Background: an optimization exercise with open tools, aiming at small area, a short achievable clock period and few clock cycles. Do not read the settings as production practice.
RTL that was checked went through simulation tests only; none was proved equivalent to the original.

Design integer_to_padded_ascii, start of the top module:
module integer_to_padded_ascii #(
  parameter int MAX_FIELD  = itap_pkg::DEF_MAX_FIELD,
  parameter int VALUE_BITS = itap_pkg::DEF_VALUE_BITS
) (
  input  logic                             clk_i,
  input  logic                             rst_ni,
  input  logic                             s_axis_tvalid,
  output logic                             s_axis_tready,
  input  logic [itap_pkg::IN_TDATA_W-1:0]  s_axis_tdata,
  input  logic [itap_pkg::IN_TUSER_W-1:0]  s_axis_tuser,
  output logic                             m_axis_tvalid,
  input  logic                             m_axis_tready,
  output logic [itap_pkg::OUT_TDATA_W-1:0] m_axis_tdata,
  output logic                             m_axis_tlast
);
  function automatic logic [2:0] enc_q(input logic [2:0] q);
    case (q)
      3'd0: enc_q = 3'd0;
      3'd1: enc_q = 3'd1;
      3'd2: enc_q = 3'd2;
      3'd3: enc_q = 3'd3;
      3'd4: enc_q = 3'd7;
      default: enc_q = 3'd0;
    endcase
  endfunction
  function automatic logic [2:0] dec_q(input logic [2:0] c);
    case (c)
      3'd0: dec_q = 3'd0;
      3'd1: dec_q = 3'd1;
      3'd2: dec_q = 3'd2;
      3'd3: dec_q = 3'd3;
      3'd7: dec_q = 3'd4;
      default: dec_q = 3'd0;
    endcase
  endfunction
  localparam int NDIG  = 20;
  localparam int ACC_W = (NDIG - 1) * 4 + 1;
  logic [63:0] v;
  logic [2:0]  fn;
  logic        wide_in, isdec_in, ishex_in, sgn_in, neg_in;
  ...
Size: about 2300 cells after synthesis, about 270 flip-flops, about 110 I/O pins.
clock: 8.0 ns
lec_check: 0
abc_area: 1
cap_margin: 20
core_margin: 2
core_utilization: 40
slew_margin: 20
standard.sh (not shown) runs the stock make flow with config.mk's settings and CLKGATE_MAP_FILE= SYNTH_SCRIPT=/design/flow/synth_recipe.tcl, a recipe that flattens the netlist after the stock synthesis.
==> flow/flow/run.sh <==
#!/bin/bash
# The standard layout (the standard.sh, unchanged synthesis) with two
# changes to how the layout is optimised: the port buffers are plain
# buf_2 cells instead of the delay-cell default, and timing repair aims for a
# larger setup margin. Each make run logs to a file of its own here.
set -euo pipefail
export BUFFER_PORTS_ARGS="-buffer_cell sky130_fd_sc_hd__buf_2"
export SETUP_SLACK_MARGIN="${FLOW_SETUP_MARGIN:-5.0}"
bash standard.sh synth > make_synth.log 2>&1
bash standard.sh finish > make_finish.log 2>&1
The first run produced a clean layout.
Then changed:
--- a/flow/design.v
+++ b/flow/design.v
@@ -156,43 +156,43 @@
     for (int g = 0; g < 16; g++) begin
       fp[g] = nz[g] && ((g < 8) || wide_in);
     end
     fneg[0] = 1'b0;
     for (int g = 1; g < 16; g++) begin
       fneg[g] = ((g < 8) || wide_in) &&
                 (nf[g-1] || (((g == 15) || (g == 7 && !wide_in)) && nf[g]));
     end
   end
-  logic [3:0] h_in, lz_in;
-  logic [15:0] fh;
+  logic [3:0] hp_in, hn_in, lz_in;
   always_comb begin
-    fh   = neg_in ? fneg : fp;
-    h_in = 4'd0;
+    hp_in = 4'd0;
+    hn_in = 4'd0;
     for (int g = 0; g < 16; g++) begin
-      if (fh[g]) h_in = 4'(g);
+      if (fp[g])   hp_in = 4'(g);
+      if (fneg[g]) hn_in = 4'(g);
     end
     lz_in = 4'd0;
     for (int g = 15; g >= 0; g--) begin
       if (nz[g]) lz_in = 4'(g);
     end
   end
   typedef enum logic [1:0] {Q_IDLE, Q_FETCH, Q_FDONE, Q_UNDEF} q_state_e;
   q_state_e   q_st, q_st_n;
   logic       q_neg, q_hex, q_hex_n, q_first, q_first_n, qs, qs_n;
-  logic [3:0] q_lz, q_g, q_g_n;
+  logic [3:0] q_hp, q_hn, q_lz, q_g, q_g_n;
   logic       tready_q, tready_n, accept, prep;
   logic       f_valid, f_valid_n, f_first, f_first_n, f_last;
   logic [3:0] f_nib;
   logic [3:0] idx, nib, mag;
   logic       fetch, consume, q_ready, q_ready_n, c_start;
   assign accept = tready_q && s_axis_tvalid;
   assign prep   = (q_st == Q_IDLE) && s_axis_tvalid;
-  assign idx    = q_g;
+  assign idx    = q_first ? (q_neg ? q_hn : q_hp) : q_g;
   assign nib    = v[idx*4 +: 4];
   assign mag    = q_neg ? (~nib + 4'((idx <= q_lz) ? 1 : 0)) : nib;
   assign fetch  = (q_st == Q_FETCH) && (!f_valid || consume);
   assign q_ready = !qs && ((f_valid && f_first) || ((q_st == Q_FDONE) && q_hex));
   typedef enum logic [1:0] {C_IDLE, C_RUN, C_SIZE, C_DONE} c_state_e;
   c_state_e          c_st, c_st_n;
   logic [ACC_W-1:0]  acc, acc_dd, acc_nx;
   logic              c_isdec;
   logic [4:0]        c_ndm1;
@@ -323,19 +323,18 @@
       f_valid_n = 1'b1;
       f_first_n = q_first;
       q_first_n = 1'b0;
       q_g_n     = idx - 4'd1;
       if (idx == 4'd0) q_st_n = Q_FDONE;
     end
     if (c_start) qs_n = 1'b1;
     if (prep) begin
       q_first_n = 1'b1;
-      q_g_n     = h_in;
       q_hex_n   = ishex_in;
       if (isdec_in)      q_st_n = Q_FETCH;
       else if (ishex_in) q_st_n = Q_FDONE;
       else               q_st_n = Q_UNDEF;
     end
     if (accept) begin
       q_st_n = Q_IDLE;
       qs_n   = 1'b0;
     end
@@ -380,18 +379,20 @@
       e_busy    <= e_busy_n;
       e_last    <= e_last_n;
       c_start_q <= c_start_n;
       handoff_q <= handoff_n;
     end
   end
   always_ff @(posedge clk_i) begin
     if (prep) begin
       q_neg <= neg_in;
+      q_hp  <= hp_in;
+      q_hn  <= hn_in;
       q_lz  <= lz_in;
     end
     q_g <= q_g_n;
     if (fetch) begin
       f_nib  <= mag;
       f_last <= (idx == 4'd0);
     end
     if (c_start || (c_st == C_RUN)) acc <= acc_nx;
     if (c_start) begin
After rerunning: Setup slack gains 0.14 ns. Global-route usage came out higher by 0.26 points. Cell area came out higher by 2.7%. Routed wire length came out higher by about 4%. Clock-buffer cell count is unchanged. Non-clock buffer count came out higher by 24. Hold slack is about the same. Via count came out higher by 3.7%. First-iteration DRC count came out higher by about 16%. Maximum frequency came out higher by 4.7%.
Testbench counts after the change, summed over its fixed seeds: cycles 13,131.
For the first run of this note, only the layout was checked, not whether the RTL still works.

---

integer_to_padded_ascii, a different RTL version from the one above (not shown whole).
Size: roughly 2400 cells after synthesis, roughly 250 flip-flops, ~110 I/O pins.
==> flow/config.mk <==
export PLATFORM = sky130hd
export DESIGN_NAME = integer_to_padded_ascii
export DESIGN_NICKNAME = integer_to_padded_ascii
export VERILOG_FILES = /design/flow/design.v
export SDC_FILE = /design/flow/constraint.sdc
export NUM_CORES = 4
export LEC_CHECK = 0
export ABC_AREA = 1
export CAP_MARGIN = 20
export CORE_MARGIN = 2
export CORE_UTILIZATION = 40
export SLEW_MARGIN = 20
==> flow/constraint.sdc <==
create_clock -name core_clock -period 8.0 [get_ports {clk_i}]
set_input_delay 1.6000 -clock core_clock [delete_from_list [all_inputs] [get_ports {clk_i}]]
set_output_delay 1.6000 -clock core_clock [all_outputs]
set_load 0.01 [all_outputs]
Scripts as last shown in full above: flow/flow/run.sh
Testbench counts at the start, summed over its fixed seeds: cycles 13,131.
Then changed:
--- a/flow/design.v
+++ b/flow/design.v
@@ -242,35 +242,35 @@
   logic [4:0]       e_ndm1;
   logic [1:0]       e_pre;
   logic             o_valid, o_last, k_valid, k_last;
   logic [7:0]       o_ch, k_ch;
   logic             o_free, e_take, emit;
   assign o_free  = !o_valid || m_axis_tready;
   assign emit    = e_busy && !k_valid;
   assign handoff = handoff_q;
-  logic [5:0] lm1_nx, mm1_nx, zm1_nx, c_lm1, tm1, am1;
+  logic [5:0] lm1_nx, mm1_nx, zm1_nx, c_lm1, c_mm1, c_zm1, tm1, am1;
   logic [6:0] wc7, pc7, mm, zm;
   always_comb begin
     wc7 = {1'b0, s_wc};
     pc7 = {1'b0, s_pc};
     lm1_nx = 6'(ndm1_nx) + 6'(s_pre);
     if (c_isdec) begin
       mm = wc7;
       if (s_zero && s_pnone) zm = wc7;
       else                   zm = (pc7 < wc7) ? pc7 : wc7;
     end else begin
       mm = (pc7 > wc7) ? pc7 : wc7;
       if (s_pnone) zm = s_zero ? 7'd64 : 7'd0;
       else         zm = pc7 + 7'(s_pre);
     end
     mm1_nx = (mm == 7'd0) ? 6'd0 : 6'(mm - 7'd1);
     zm1_nx = (zm == 7'd0) ? 6'd0 : 6'(zm - 7'd1);
-    tm1 = (s_wc > c_lm1) ? s_wc : c_lm1;
-    am1 = (s_pc > c_lm1) ? s_pc : c_lm1;
+    tm1 = (c_mm1 > c_lm1) ? c_mm1 : c_lm1;
+    am1 = (c_zm1 > c_lm1) ? c_zm1 : c_lm1;
   end
   logic       sp, pfx, zr;
   logic [3:0] dval;
   logic [7:0] dch, ch;
   logic [3:0] ebd [NDIG];
   always_comb begin
     for (int j = 0; j < NDIG - 1; j++) ebd[j] = e_buf[j*4 +: 4];
     ebd[NDIG-1] = {3'b000, e_buf[ACC_W-1]};
@@ -287,17 +287,17 @@
       if (e_isdec)        ch = e_neg ? CH_MINUS : (e_plus ? CH_PLUS : CH_SPACE);
       else                ch = e_pre[1] ? CH_ZERO : CH_X;
     end
     else if (zr)          ch = CH_ZERO;
     else                  ch = dch;
   end
   logic e_busy_n, k_valid_n, tm1_is0;
   always_comb begin
-    tm1_is0   = (c_lm1 == 6'd0) && (s_wc == 6'd0);
+    tm1_is0   = (c_lm1 == 6'd0) && (c_mm1 == 6'd0);
     e_busy_n  = e_busy;
     if (emit && e_last) e_busy_n = 1'b0;
     if (handoff)        e_busy_n = 1'b1;
     k_valid_n = o_free ? 1'b0 : (emit ? 1'b1 : k_valid);
     e_last_n  = handoff ? tm1_is0 : (emit ? (e_pos == 6'd1) : e_last);
     handoff_n = (c_st_n == C_DONE) && (!e_busy_n || (!k_valid_n && e_last_n));
   end
   always_comb begin
@@ -406,18 +406,18 @@
       s_pc    <= s_axis_tdata[80] ? 6'd0 :
                  ((s_axis_tdata[79:74] == 6'd63) ? 6'd62 : s_axis_tdata[79:74]);
       if (isdec_in) s_pre <= {1'b0, q_neg || s_axis_tdata[64] || s_axis_tdata[65]};
       else          s_pre <= (s_axis_tdata[67] || (fn == 3'd4)) ? 2'd2 : 2'd0;
     end
     if (c_st == C_SIZE) begin
       c_ndm1 <= ndm1_nx;
       c_lm1  <= lm1_nx;
-      s_wc   <= mm1_nx;
-      s_pc   <= zm1_nx;
+      c_mm1  <= mm1_nx;
+      c_zm1  <= zm1_nx;
     end
     if (emit && pfx && !sp) e_pre <= e_pre - 2'd1;
     if (emit) e_pos <= e_pos - 6'd1;
     if (handoff) begin
       e_buf   <= acc;
       e_pos   <= tm1;
       e_am1   <= am1;
       e_ndm1  <= c_ndm1;
Die area rose by 1.3%.
Worst setup slack loses 0.093 ns.
Final area went up by about 2%.
Via count stays flat.
Critical path depth rose by 1.
Core utilization hardly moves.
Hold slack gets worse by 0.0066 ns.
Synthesized cell count barely changes.
Clock-buffer cell count rose by 10.
Wire length increases by 0.37%.
Function not checked in the second run of this note: the RTL went through the layout flow alone.

## re-timing with driven ports
How much do the figures lean on ideal ports? The routed layouts below were timed once more, with nothing changed but the port constraints.
Step 1: set_driving_cell puts a clkbuf_16 on clk_i and a buf_2 on each other input, an assumption about the parent block.
Step 2 adds t to the input delays and takes it off the output delays; t is the mean of the earliest and latest rising clock arrival at the registers after step 1. Input paths then give back, and output paths get back, about the clock's delay inside the block.
a / b / c = ideal / step 1 / step 2; a / b = the first two.
run	shift t [ns]	setup WS [ns]	worst data-port slew with drivers (ns)	pins driven straight from the clock port
the first run of note 1	0.619	4.924 / 4.947 / 4.327	0.07	1
the second run of note 1	0.623	5.062 / 5.062 / 4.514	0.04	1
the first run of note 2	0.638	5.117 / 5.117 / 4.520	0.04	1
the second run of note 2	0.583	5.025 / 5.025 / 4.557	0.08	1
After both steps every run listed still meets setup and hold.
